Background: an optimization exercise with open tools, aiming at small area. Do not read the settings as production practice. Function was checked by simulation only, so behaviour that the tests miss may differ from the original. Power is estimated from default activity; no workload was simulated.

[flow/design.v]
module vga_object_compositor #(
    parameter int NUM_OBJ = 16,
    parameter int COORD_W = 10,
    parameter int COLOR_W = 10,
    parameter int TYPE_W  = 10
) (
    input  logic                       iVGA_CLK,
    input  logic                       iRST,
    input  logic [COORD_W-1:0]         iVGA_X,
    input  logic [COORD_W-1:0]         iVGA_Y,
    input  logic                       iFrame_Start,
    input  logic                       iWr_Valid,
    output logic                       oWr_Ready,
    input  logic [$clog2(NUM_OBJ)-1:0] iWr_Idx,
    input  logic [COORD_W-1:0]         iWr_X,
    input  logic [COORD_W-1:0]         iWr_Y,
    input  logic [COORD_W-1:0]         iWr_W,
    input  logic [COORD_W-1:0]         iWr_H,
    input  logic [TYPE_W-1:0]          iWr_Type,
    input  logic                       iWr_En,
    output logic [COLOR_W-1:0]         oRed,
    output logic [COLOR_W-1:0]         oGreen,
    output logic [COLOR_W-1:0]         oBlue,
    output logic                       oHit_Valid,
    output logic [$clog2(NUM_OBJ)-1:0] oHit_Idx
);
    localparam int IDX_W = $clog2(NUM_OBJ);
    localparam logic [2:0] C_OFF  = 3'b000;
    localparam logic [2:0] C_101  = 3'b001;
    localparam logic [2:0] C_102  = 3'b010;
    localparam logic [2:0] C_201  = 3'b011;
    localparam logic [2:0] C_202  = 3'b101;
    localparam logic [2:0] C_302  = 3'b110;
    localparam logic [2:0] C_OTH  = 3'b111;
    function automatic logic [2:0] classify(input logic [TYPE_W-1:0] kind);
        case (kind)
            TYPE_W'(101): classify = C_101;
            TYPE_W'(102): classify = C_102;
            TYPE_W'(201): classify = C_201;
            TYPE_W'(202): classify = C_202;
            TYPE_W'(302): classify = C_302;
            default:      classify = C_OTH;
        endcase
    endfunction
    function automatic logic [COORD_W-1:0] last_coord(input logic [COORD_W-1:0] p,
                                                      input logic [COORD_W-1:0] s);
        logic [COORD_W:0] e;
        e = {1'b0, p} + {1'b0, s} - 1'b1;
        last_coord = e[COORD_W] ? '1 : e[COORD_W-1:0];
    endfunction
    function automatic logic geq(input logic [COORD_W-1:0] a, input logic [COORD_W-1:0] b);
        logic c;
        c = 1'b1;
        for (int k = 0; k < COORD_W; k++) begin
            c = (a[k] & ~b[k]) | (c & (a[k] | ~b[k]));
        end
        geq = c;
    endfunction
    function automatic logic geqn(input logic [COORD_W-1:0] a, input logic [COORD_W-1:0] nb);
        logic c;
        c = 1'b1;
        for (int k = 0; k < COORD_W; k++) begin
            c = (a[k] & nb[k]) | (c & (a[k] | nb[k]));
        end
        geqn = c;
    endfunction
    logic wr_ready;
    assign wr_ready  = !iRST && !iFrame_Start;
    assign oWr_Ready = wr_ready;
    logic [COORD_W-1:0] w_xl, w_yl;
    logic [2:0]         w_cls;
    assign w_xl  = last_coord(iWr_X, iWr_W);
    assign w_yl  = last_coord(iWr_Y, iWr_H);
    assign w_cls = (iWr_En && (iWr_W != '0) && (iWr_H != '0)) ? classify(iWr_Type) : C_OFF;
    logic [COORD_W-1:0] sh_x [NUM_OBJ];
    logic [COORD_W-1:0] sh_xl[NUM_OBJ];
    logic [COORD_W-1:0] sh_y [NUM_OBJ];
    logic [COORD_W-1:0] sh_yl[NUM_OBJ];
    logic [2:0]         sh_c [NUM_OBJ];
    logic [COORD_W-1:0] ac_x [NUM_OBJ];
    logic [COORD_W-1:0] ac_xl[NUM_OBJ];
    logic [COORD_W-1:0] ac_y [NUM_OBJ];
    logic [COORD_W-1:0] ac_yl[NUM_OBJ];
    logic [2:0]         ac_c [NUM_OBJ];
    logic               ac_live;
    always_ff @(posedge iVGA_CLK) begin
        for (int i = 0; i < NUM_OBJ; i++) begin
            if (iRST) begin
                sh_c[i][1:0] <= 2'b00;
            end else if (wr_ready && iWr_Valid && (iWr_Idx == IDX_W'(i))) begin
                sh_x[i]  <= ~iWr_X;
                sh_xl[i] <= w_xl;
                sh_y[i]  <= ~iWr_Y;
                sh_yl[i] <= w_yl;
                sh_c[i]  <= w_cls;
            end
        end
    end
    always_ff @(posedge iVGA_CLK) begin
        if (iRST) begin
            ac_live <= 1'b0;
        end else if (iFrame_Start) begin
            ac_live <= 1'b1;
        end
    end
    always_ff @(posedge iVGA_CLK) begin
        if (iFrame_Start) begin
            for (int i = 0; i < NUM_OBJ; i++) begin
                ac_x[i]  <= sh_x[i];
                ac_xl[i] <= sh_xl[i];
                ac_y[i]  <= sh_y[i];
                ac_yl[i] <= sh_yl[i];
                ac_c[i]  <= sh_c[i];
            end
        end
    end
    logic [NUM_OBJ-1:0] hit;
    always_comb begin
        for (int i = 0; i < NUM_OBJ; i++) begin
            hit[i] = (ac_c[i][1:0] != 2'b00) &&
                     geqn(iVGA_X, ac_x[i]) && geq(ac_xl[i], iVGA_X) &&
                     geqn(iVGA_Y, ac_y[i]) && geq(ac_yl[i], iVGA_Y);
        end
    end
    logic [IDX_W-1:0] win_idx;
    logic [2:0]       win_cls;
    always_comb begin
        win_idx = IDX_W'(NUM_OBJ - 1);
        win_cls = C_OFF;
        for (int i = NUM_OBJ - 1; i >= 0; i--) begin
            if (hit[i]) begin
                win_idx = IDX_W'(i);
                win_cls = ac_c[i];
            end
        end
    end
    logic [IDX_W-1:0] idx_p1, idx_p2;
    logic [2:0]       cls_p1, cls_p2;
    logic             vld_p2;
    always_ff @(posedge iVGA_CLK) begin
        idx_p1      <= win_idx;
        cls_p1[2]   <= win_cls[2];
        cls_p1[1:0] <= (iRST || !ac_live) ? 2'b00 : win_cls[1:0];
        idx_p2      <= idx_p1;
        cls_p2[2]   <= cls_p1[2];
        cls_p2[1:0] <= iRST ? 2'b00 : cls_p1[1:0];
    end
    assign vld_p2 = (cls_p2[1:0] != 2'b00);
    logic [7:0] r8, g8, b8;
    always_comb begin
        case (cls_p2)
            C_101:   begin r8 = 8'd0;   g8 = 8'd255; b8 = 8'd0;   end
            C_102:   begin r8 = 8'd255; g8 = 8'd255; b8 = 8'd0;   end
            C_201:   begin r8 = 8'd153; g8 = 8'd0;   b8 = 8'd0;   end
            C_202:   begin r8 = 8'd0;   g8 = 8'd255; b8 = 8'd255; end
            C_302:   begin r8 = 8'd204; g8 = 8'd0;   b8 = 8'd204; end
            C_OTH:   begin r8 = 8'd255; g8 = 8'd255; b8 = 8'd255; end
            default: begin r8 = 8'd0;   g8 = 8'd0;   b8 = 8'd0;   end
        endcase
    end
    assign oRed       = {2'b00, r8};
    assign oGreen     = {2'b00, g8};
    assign oBlue      = {2'b00, b8};
    assign oHit_Valid = vld_p2;
    assign oHit_Idx   = vld_p2 ? idx_p2 : '0;
endmodule
[flow/flow/run.sh]
#!/bin/bash
# Own layout flow: the standard synthesis, then an area-oriented re-mapping of the
# combinational logic only (every register instance is kept as the standard synthesis made
# it), then the standard ORFS flow from floorplan on, with a smaller port buffer and a
# clock tree built from clkbuf_8 leaf clusters without dummy loads.
set -euo pipefail
W=$(pwd)
F=$W/flow
R=$W/orfs/results/${FLOW_PLATFORM}/vga_object_compositor/base
LIB=$FLOW_HOME/platforms/${FLOW_PLATFORM}/lib/sky130_fd_sc_hd__tt_025C_1v80.lib
YOSYS=$FLOW_HOME/../tools/install/yosys/bin/yosys
[ -x "$YOSYS" ] || YOSYS=yosys

# 1. Standard synthesis.
bash standard.sh synth > $W/log_1_synth.txt 2>&1
cp $R/1_2_yosys.v $W/synth_standard.v

# 2. Re-map the combinational logic for area.
SEQ=$(grep -o "sky130_fd_sc_hd__[a-z0-9_]*" $W/synth_standard.v | sort -u | grep -E "__(s?e?df|dl)" | tr '\n' ' ')
DONTUSE=""
for c in $(cat $F/dont_use.txt); do DONTUSE="$DONTUSE -dont_use $c"; done
IN=$W/synth_standard.v OUT=$W/synth_remap.v LIB=$LIB TOP=$FLOW_TOP DONTUSE="$DONTUSE" \
  SCRIPT=$F/area.abc SEQ="$SEQ" $YOSYS -c $F/remap.tcl > $W/log_2_remap.txt 2>&1
cp $W/synth_remap.v $R/1_2_yosys.v
rm -f $R/1_synth.odb
bash standard.sh synth > $W/log_3_synth_odb.txt 2>&1

# 3. Floorplan to final layout.
CTS="-sink_clustering_enable -repair_clock_nets -dont_use_dummy_load -buf_list sky130_fd_sc_hd__clkbuf_8 -sink_clustering_size 18 -sink_clustering_max_diameter 80"
bash standard.sh "CTS_ARGS=$CTS" "BUFFER_PORTS_ARGS=-buffer_cell sky130_fd_sc_hd__buf_1" finish > $W/log_4_layout.txt 2>&1
[flow/flow/area.abc]
strash
ifraig
dc2
&get -n
&deepsyn -T 60
&put
strash
dch -f
map -a
topo
[flow/flow/dont_use.txt]
sky130_fd_sc_hd__lpflow_bleeder_1
sky130_fd_sc_hd__lpflow_clkbufkapwr_1
sky130_fd_sc_hd__lpflow_clkbufkapwr_16
sky130_fd_sc_hd__lpflow_clkbufkapwr_2
sky130_fd_sc_hd__lpflow_clkbufkapwr_4
sky130_fd_sc_hd__lpflow_clkbufkapwr_8
sky130_fd_sc_hd__lpflow_clkinvkapwr_1
sky130_fd_sc_hd__lpflow_clkinvkapwr_16
sky130_fd_sc_hd__lpflow_clkinvkapwr_2
sky130_fd_sc_hd__lpflow_clkinvkapwr_4
sky130_fd_sc_hd__lpflow_clkinvkapwr_8
sky130_fd_sc_hd__lpflow_decapkapwr_12
sky130_fd_sc_hd__lpflow_decapkapwr_3
sky130_fd_sc_hd__lpflow_decapkapwr_4
sky130_fd_sc_hd__lpflow_decapkapwr_6
sky130_fd_sc_hd__lpflow_decapkapwr_8
sky130_fd_sc_hd__lpflow_inputiso0n_1
sky130_fd_sc_hd__lpflow_inputiso0p_1
sky130_fd_sc_hd__lpflow_inputiso1n_1
sky130_fd_sc_hd__lpflow_inputiso1p_1
sky130_fd_sc_hd__lpflow_inputisolatch_1
sky130_fd_sc_hd__lpflow_isobufsrc_1
sky130_fd_sc_hd__lpflow_isobufsrc_16
sky130_fd_sc_hd__lpflow_isobufsrc_2
sky130_fd_sc_hd__lpflow_isobufsrc_4
sky130_fd_sc_hd__lpflow_isobufsrc_8
sky130_fd_sc_hd__lpflow_isobufsrckapwr_16
sky130_fd_sc_hd__lpflow_lsbuf_lh_hl_isowell_tap_1
sky130_fd_sc_hd__lpflow_lsbuf_lh_hl_isowell_tap_2
sky130_fd_sc_hd__lpflow_lsbuf_lh_hl_isowell_tap_4
sky130_fd_sc_hd__lpflow_lsbuf_lh_isowell_4
sky130_fd_sc_hd__lpflow_lsbuf_lh_isowell_tap_1
sky130_fd_sc_hd__lpflow_lsbuf_lh_isowell_tap_2
sky130_fd_sc_hd__lpflow_lsbuf_lh_isowell_tap_4
sky130_fd_sc_hd__probe_p_8
sky130_fd_sc_hd__probec_p_8
[flow/flow/remap.tcl]
# Re-map the combinational logic of a mapped netlist for area; sequential cells stay as they are.
yosys -import
set lib $::env(LIB)
set top $::env(TOP)
read_liberty -wb -ignore_miss_func $lib
read_verilog -overwrite $::env(IN)
hierarchy -top $top
foreach c $::env(SEQ) { blackbox =$c }
flatten -wb
opt_clean -purge
techmap
opt -fast
abc -liberty $lib {*}$::env(DONTUSE) -script $::env(SCRIPT)
opt_clean -purge
hilomap -singleton -hicell sky130_fd_sc_hd__conb_1 HI -locell sky130_fd_sc_hd__conb_1 LO
opt_clean -purge
tee -o $::env(OUT).stat stat -liberty $lib
write_verilog -noattr -nohex -nodec $::env(OUT)
[flow/standard.sh]
#!/bin/bash
# synth_recipe.tcl (not shown) runs the flow's synth.tcl, then flattens the netlist and writes it again
# the make line also repeats each setting of config.mk as NAME=value (left out here)
make -C /OpenROAD-flow-scripts/flow DESIGN_CONFIG=/design/flow/config.mk WORK_HOME=/design/flow/orfs CLKGATE_MAP_FILE= SYNTH_SCRIPT=/design/flow/synth_recipe.tcl "${@:-finish}"
[flow/config.mk]
export PLATFORM = sky130hd
export DESIGN_NAME = vga_object_compositor
export DESIGN_NICKNAME = vga_object_compositor
export VERILOG_FILES = /design/flow/design.v
export SDC_FILE = /design/flow/constraint.sdc
export NUM_CORES = 4
export LEC_CHECK = 0
export CAP_MARGIN = 20
export CORE_MARGIN = 2
export CORE_UTILIZATION = 70
export PLACE_DENSITY = 0.8
export SLEW_MARGIN = 20
[flow/constraint.sdc]
create_clock -name core_clock -period 5.0 [get_ports {iVGA_CLK}]
set_input_delay 1.0000 -clock core_clock [delete_from_list [all_inputs] [get_ports {iVGA_CLK}]]
set_output_delay 1.0000 -clock core_clock [all_outputs]
set_load 0.01 [all_outputs]
==> results_dict.tcl, run 1 <==
set metrics [dict create \
    path_max_fanout 16 \
    post-route-period-util_pct 89.49 \
    area_growth_pct 7.999 \
    vias 28730 \
    clk_latency_ps 740 \
    final_util_pct 76.63 \
    required_ps 5300 \
    grt_pass1_vias 27630 \
    whs_path_depth 0 \
    drc 0 \
    drv_slew 0 \
    worst_slew_pin_slew_ps 1131 \
    grt_overflow_total 0 \
    htree_num_levels 3 \
    path_cells "buf_1 > nor2_1 > clkinv_1 > a21oi_1 > nor3_1 > o21ai_0 > nand2_1 > nor2_1 > clkinv_1 > a21boi_0 > buf_4 > nor3_1 > nor2_1 > nand2_1 > o21ai_0 > nand2_1 > a21boi_0 > nor2_1 > nor2_1 > clkinv_1 > nand3_1 > nand2_1 > clkinv_1 > nand2_1" \
    fmax_ghz 0.2235 \
    layout-drive-gt1-share_pct 8.110 \
    ir_drop_v 0.0004143 \
    die_area_um2 73500 \
    wire_per_inst_um 27.70 \
    finalHoldViolCount 0 \
    die_y_um 271.1 \
    setup_viol 0 \
    slowest_delay_ps 360 \
    slew_headroom_pct 23.63 \
    cap_violations 0 \
    grt_pass1_wl_um 172400 \
    cts_resized 0 \
    path_clk_slew_ps 100 \
    gp_congestion 0.9577 \
    crit_path_top_delay_cell "nand2_1" \
    holdBufCountCts 0 \
    worst-path-stages 24 \
    status "timing/DRC/antenna clean" \
    rsz0062_at_grt "no" \
    fp.dieW_um 271.1 \
    period_needed_ps 4474 \
    start_util_pct 70.95 \
    first_iter_violations 4515 \
    end_kind "register" \
    dr.pass1.iters 6 \
    wl_um 117000 \
    leakage_nw 17.81 \
    power_mw 19.09 \
    antenna_found_initial 9 \
    design_area_um2 53940 \
    io_pins 115 \
    path_buf_inv 6 \
    postCtsSetupRepairBufs 0 \
    core_um2 70390 \
    numPortBuffers 108 \
    setup_tns_ps 0 \
    clock_skew_ps 66.85 \
    hpwl_um 77080 \
    nets 3361 \
    syn_inst 2961 \
    clock-sinks 1391 \
    fin_worst_hold_slack_ps 333.9 \
    vias_per_cell 6.803 \
    reg2regPathDepth 19 \
    ys_warn_count 11 \
    worst_path_dominant_cell_family "simple AND/OR/NAND/NOR gates" \
    grt_usage_pct 31.87 \
    post_dp_cell_area_um2 52730 \
    num_rows 97 \
    syn_area_per_cell_um2 16.87 \
    cts_max_path_buffers 3 \
    syn-cell-area_um2 49940 \
    arrival_ps 4780 \
    p_per_area_nw_per_um2 353.9 \
    grt_max_degree 177 \
    worstSetupPathType "in2reg" \
    postRouteAntennaNets 0 \
    cts_buffers 87 \
    start_kind "primary input" \
    holdCritPathClass "reg2reg" \
    cts_tree "done" \
    root_buffer "clkbuf_8" \
]
## per-stage QoR
step	setup slack, ps	instances
2_1_floorplan	778.2	2966
3_3_place_gp	176.5	4133
3_5_place_dp	18.99	4133
4_1_cts	680.8	4220
5_1_grt	139.5	4222
6_report	525.6	4224
## area by class of cell
cell class | instances | area (um^2)
fill | 3898 | 16450
clock buffer | 87 | 1197
sequential | 1391 | 41300
antenna | 4 | 10.01
timing repair buffer | 227 | 1473
multi-input combinational | 1386 | 8074
tap | 940 | 1176
inverter | 189 | 709.4
## report_power, final
part | internal [mW] | switching, mW | leakage, nW
Clock | 1.57 | 3.17 | 0.626
Combinational | 0.332 | 0.862 | 3.53
Sequential | 13.0 | 0.121 | 13.7
## sequential cells by signal, summed over array words and instances (netlist names)
register  cells
ac_c         48
sh_xl       160
idx_p1        4
ac_x        160
sh_x        160
cls_p2        3
idx_p2        4
ac_live       1
ac_y        160
sh_y        160
ac_yl       160
cls_p1        3
ac_xl       160
sh_c         48
sh_yl       160
## worst paths after layout
kind                          from               endpoint  slack, ps
max                       iWr_W[0]  sh_xl[8][7]$_DFFE_PP_        530
min           idx_p1[0]$_SDFF_PP0_      idx_p2[0]$_DFF_P_        330
max reg2reg  ac_x[13][1]$_DFFE_PP_   cls_p1[0]$_SDFF_PP0_       1090
min reg2reg   idx_p1[0]$_SDFF_PP0_      idx_p2[0]$_DFF_P_        330
## metal layers
layer / GRT usage [%] / share of wire [%]
met1: 46.78 / 38
met2: 50.58 / 48
met3: 5.157 / 11
met4: 9.818 / 3.0
met5: 0 / 0.032
## layout by cell type, fill, tap and decap left out, types with 10 or more instances in the layout
cell type and instances:
a211oi_1 49, a21oi_1 91, a221oi_1 88, a22o_2 11, a22oi_1 132, buf_1 101
buf_12 13, buf_4 106, clkbuf_8 87, clkinv_1 189, dfxtp_1 47, edfxtp_1 1344
nand2_1 183, nand3_1 55, nor2_1 245, nor2_4 16, nor3_1 19, nor4_1 10
o21a_1 15, o21ai_0 134, o221ai_1 44, o22ai_1 204
==> run 2, diff against run 1 <==
--- a/flow/config.mk
+++ b/flow/config.mk
@@ -9,4 +9,4 @@
 export CORE_MARGIN = 2
-export CORE_UTILIZATION = 70
-export PLACE_DENSITY = 0.8
+export CORE_UTILIZATION = 75
+export PLACE_DENSITY = 0.86
 export SLEW_MARGIN = 20
==> run 2 against run 1 <==
Die area shrank 6.6%. Worst hold slack better by 11 ps. Design area down 0.35%. Still clean on timing, DRC and antenna. Clock power up 0.8%. Largest power group unchanged. Flip-flop and latch count stayed put. Synthesized cell count unchanged.
==> results_dict.tcl, run 2 <==
set metrics [dict create \
    status "timing/DRC/antenna clean" \
    fill_cells 3022 \
    ir_drop_v 0.0002612 \
    clock_skew_ps 81.35 \
    vias_per_cell 7.209 \
    ys_warn_count 11 \
    clock-sinks 1391 \
    vias 29820 \
    cts_max_path_buffers 3 \
    worst_slew_pin_slew_ps 1115 \
    dr.pass1.iters 6 \
    instances_no_fill 4137 \
    leakage_nw 17.75 \
    fin_worst_hold_slack_ps 345.1 \
    start_kind "primary input" \
    layout_common_cells "edfxtp_1 (1344), nor2_1 (245), o22ai_1 (204)" \
    power_mw 19.16 \
    gp_congestion 1.063 \
    post-route-period-util_pct 90.22 \
    num_rows 94 \
    setup_tns_ps 0 \
    required_ps 5620 \
    drc 0 \
    core_um2 65860 \
    fmax_ghz 0.2217 \
    nets 3352 \
    grt_pass1_wl_um 176300 \
    period_needed_ps 4511 \
    slew_headroom_pct 24.90 \
    arrival_ps 5130 \
    rsz0062_at_grt "yes" \
    area_growth_pct 7.618 \
    start_util_pct 75.83 \
    layout-drive-gt1-share_pct 7.918 \
    final_util_pct 81.61 \
    cap_violations 0 \
    grt_overflow_total 0 \
    path_max_fanout 13 \
    path_clk_slew_ps 110 \
    grt_usage_pct 35.60 \
    setup_viol 0 \
    grt_max_degree 150 \
    first_iter_violations 5823 \
    holdBufCountCts 0 \
    holdCritPathClass "reg2reg" \
    placedCellCount 4048 \
    die_y_um 262.1 \
    syn-cell-area_um2 49940 \
    cts_buffers 87 \
    wl_um 121100 \
    layout_commonest_cell "edfxtp_1" \
    root_buffer "clkbuf_8" \
    postRouteAntennaNets 0 \
    drv_slew 0 \
    p_per_area_nw_per_um2 356.5 \
    fp.dieW_um 262.1 \
    antenna_found_initial 2 \
    finalHoldViolCount 0 \
    multi_input_area_um2 8087 \
    grt_pass1_vias 28670 \
    io_pins 115 \
    clk_latency_ps 760 \
    worstSetupPathType "in2reg" \
    cts_resized 0 \
    ff_latch_area_um2 41300 \
    cts_tree "done" \
    syn_area_per_cell_um2 16.87 \
    htree_num_levels 3 \
    syn_inst 2961 \
    numPortBuffers 108 \
    postCtsSetupRepairBufs 0 \
    end_kind "register" \
    die_area_um2 68670 \
    wire_per_inst_um 29.27 \
    hpwl_um 79430 \
]
[run 2: critical path, stage by stage]
cell and delay (ps):
buf_1 120, clkinv_1 450, o22ai_1 360, nand2_1 120, a22oi_1 200, o21ai_0 180, a221oi_1 380, o21ai_0 300
nand2_1 140, nor3_1 80, nand2_1 140, nand2_1 100, nor2_1 170, nand2_1 80, a21oi_1 140, nor2_1 50
nor2_1 130, o22ai_1 80, a21oi_1 140, o21ai_0 120, a41oi_1 280, o21ai_0 120, a311oi_1 220
[run 2: where the power goes]
part,switching [mW],leakage (nW),total (mW),internal [mW]
logic,0.895,3.47,1.22,0.325
registers,0.128,13.7,13.2,13.0
clock network,3.21,0.626,4.78,1.57
total,4.23,17.8,19.2,14.9
[run 2: through the flow]
step	setup slack, ps	area [um^2]
2_1_floorplan	778.2	49960
3_3_place_gp	217.8	52530
3_5_place_dp	53.25	52530
4_1_cts	764.7	53730
5_1_grt	-7.444	53750
6_report	489.1	53750
[run 2: metal layers]
metal	global-route usage (%)	routed length, um
met1	50.56	41650
met2	54.71	56360
met3	8.179	17330
met4	15.13	5724
met5	0	13
[run 2: final timing paths]
path                          start              endpoint  slack (ps)  cells past startpoint
min            idx_p1[1]$_SDFF_PP0_     idx_p2[1]$_DFF_P_         350                      0
min reg2reg    idx_p1[1]$_SDFF_PP0_     idx_p2[1]$_DFF_P_         350                      0
max reg2reg  ac_yl[14][2]$_DFFE_PP_  cls_p1[0]$_SDFF_PP0_        1030                     21
max                       iVGA_Y[0]  cls_p1[0]$_SDFF_PP0_         490                     23
[run 2: area by class of cell]
type	instances	share of cell area, %
antenna	2	0.009311
timing repair buffer	218	2.549
tap	864	2.011
clock buffer	87	2.228
inverter	189	1.320
sequential	1391	76.84
multi-input combinational	1386	15.04
==> run 3, diff against run 2 <==
--- a/flow/config.mk
+++ b/flow/config.mk
@@ -7,3 +7,3 @@
 export LEC_CHECK = 0
-export CAP_MARGIN = 20
+export CAP_MARGIN = 10
 export CORE_MARGIN = 2
@@ -11,2 +11,2 @@
 export PLACE_DENSITY = 0.86
-export SLEW_MARGIN = 20
+export SLEW_MARGIN = 10
==> run 3 against run 2 <==
Setup slack gained 23 ps. Maximum frequency increased by 0.51%. Global-route usage did not move. Flip-flop and latch count unchanged. Highest routed layer unchanged.
==> results_dict.tcl, run 3 <==
set metrics [dict create \
    first_iter_violations 5716 \
    start_kind "primary input" \
    drv_slew 0 \
    ys_warn_count 11 \
    drc 0 \
    layout-drive-gt1-share_pct 7.887 \
    p_per_area_nw_per_um2 356.6 \
    top_layer "met5" \
    grt_usage_pct 35.60 \
    cts_tree "done" \
    nets 3352 \
    reg2regPathDepth 21 \
    cts_max_path_buffers 3 \
    grt_overflow_total 0 \
    grt_pass1_vias 28670 \
    wl_met2_um 56430 \
    grt_max_degree 150 \
    finalHoldViolCount 0 \
    wire_per_inst_um 29.22 \
    fmax_ghz 0.2228 \
    num_rows 94 \
    gp_congestion 1.063 \
    io_pins 115 \
    root_buffer "clkbuf_8" \
    fp.dieW_um 262.1 \
    clock-sinks 1391 \
    clock_skew_ps 83.72 \
    clk_latency_ps 760 \
    end_kind "register" \
    rsz0062_at_grt "yes" \
    die_area_um2 68670 \
    final_util_pct 81.59 \
    layout_common_cells "edfxtp_1 (1344), nor2_1 (245), o22ai_1 (204)" \
    wl_met3_um 17090 \
    wl_um 120900 \
    start_util_pct 75.83 \
    postRouteAntennaNets 0 \
    numPortBuffers 108 \
    ir_drop_v 0.0002674 \
    layout_commonest_cell "edfxtp_1" \
    post-route-period-util_pct 89.76 \
    arrival_ps 5100 \
    grt_pass1_wl_um 176300 \
    setup_viol 0 \
    drt-met1-wl_um 41700 \
    htree_num_levels 3 \
    area_growth_pct 7.596 \
    syn_area_per_cell_um2 16.87 \
    vias 29640 \
    whs_path_depth 0 \
    worst_slew_pin_slew_ps 1212 \
    syn_inst 2961 \
    dr.pass1.iters 8 \
    core_um2 65860 \
    holdBufCountCts 0 \
    fill_cells 3024 \
    setup_ws_ps 512.2 \
    antenna_found_initial 2 \
    die_y_um 262.1 \
    slew_headroom_pct 18.11 \
    syn-cell-area_um2 49940 \
    hpwl_um 79430 \
    cts_buffers 87 \
    period_needed_ps 4488 \
    path_max_fanout 13 \
    required_ps 5610 \
    status "timing/DRC/antenna clean" \
    holdCritPathClass "reg2reg" \
    path_clk_slew_ps 110 \
    vias_per_cell 7.166 \
    cap_violations 0 \
    worstSetupPathType "in2reg" \
    leakage_nw 17.75 \
    place_ws_ps 53.25 \
]
## run 3: per-stage QoR
stage,hold slack (ps),setup TNS [ps],power (mW),instance area (um^2),std cells
3_5_place_dp,313.2,0,14.60,52530,4048
5_1_grt,352.9,-40.71,19.59,53740,4136
3_3_place_gp,314.2,0,14.52,52530,4048
2_1_floorplan,309.6,0,13.89,49960,2966
6_report,346.2,0,19.16,53740,4137
4_1_cts,347.9,0,19.08,53730,4135
## run 3: routing by layer
layer	global-route usage (%)	vias up
li1	-	12390
met1	50.56	14290
met2	54.71	2604
met3	8.179	357
met4	15.13	2
met5	0	-
## run 3: where the power goes
group | switching (mW) | internal, mW | leakage (nW)
registers | 0.127 | 13.0 | 13.7
logic | 0.894 | 0.324 | 3.47
clock network | 3.21 | 1.57 | 0.626
total | 4.24 | 14.9 | 17.7
## run 3: timing repair
action                                  CTS  global route
endpoints found under the setup margin    0            16
setup buffers                             0             0
resized for setup                         0             2
## run 3: worst paths after layout
kind	start	endpoint	slack [ps]
worst max-delay path	iVGA_Y[0]	cls_p1[0]$_SDFF_PP0_	510
worst min-delay path	idx_p1[1]$_SDFF_PP0_	idx_p2[1]$_DFF_P_	350
worst max register to register	ac_y[14][2]$_DFFE_PP_	cls_p1[0]$_SDFF_PP0_	970
worst min register to register	idx_p1[1]$_SDFF_PP0_	idx_p2[1]$_DFF_P_	350
## run 3: cell type report
cell class                 instances  area, um^2  area share (%)
sequential                      1391       41300           76.85
multi-input combinational       1386        8079           15.03
timing repair buffer             218        1366           2.543
clock buffer                      87        1197           2.228
tap                              864        1081           2.012
inverter                         189       709.4           1.320
antenna                            2       5.005        0.009313
## run 3: worst max-delay path, stage by stage
cell and delay [ps]:
buf_1 120, clkinv_1 460, o22ai_1 370, nand2_1 120, a22oi_1 180, o21ai_0 170, a221oi_1 380, o21ai_0 270
nand2_1 130, nor3_1 70, nand2_1 140, nand2_1 100, nor2_1 180, nand2_1 90, a21oi_1 140, nor2_1 50
nor2_1 130, o22ai_1 80, a21oi_1 140, o21ai_0 120, a41oi_1 290, o21ai_0 120, a311oi_1 240

==> afterwards: timing with drivers on the ports <==
No port has a modelled driver above. Below, the same layouts with a new extraction and two added sets of constraints. Step 1, drivers: a clkbuf_16 drives iVGA_CLK and a buf_2 each remaining input, both assumed. Step 2 times the ports against the registers' clock, not the clock port: input delays grow and output delays shrink by t, the midpoint of the rising clock arrivals with the driver on. a / b / c = ideal ports / drivers / drivers and shift; a / b = the first two.
run | t (ns) | setup WS [ns] | worst register clock-pin slew, ns
run 1 | 0.772 | 0.526 / 0.572 / -0.200 | 0.12 / 0.12
run 2 | 0.780 | 0.489 / 0.527 / -0.253 | 0.11 / 0.11
run 3 | 0.784 | 0.512 / 0.550 / -0.234 | 0.12 / 0.12
Met with ideal ports but missed after step 2: setup timing in every run listed. The setup slack of run 3, which loses most, moves by +0.038 ns with the drivers and by -0.746 ns with both steps.
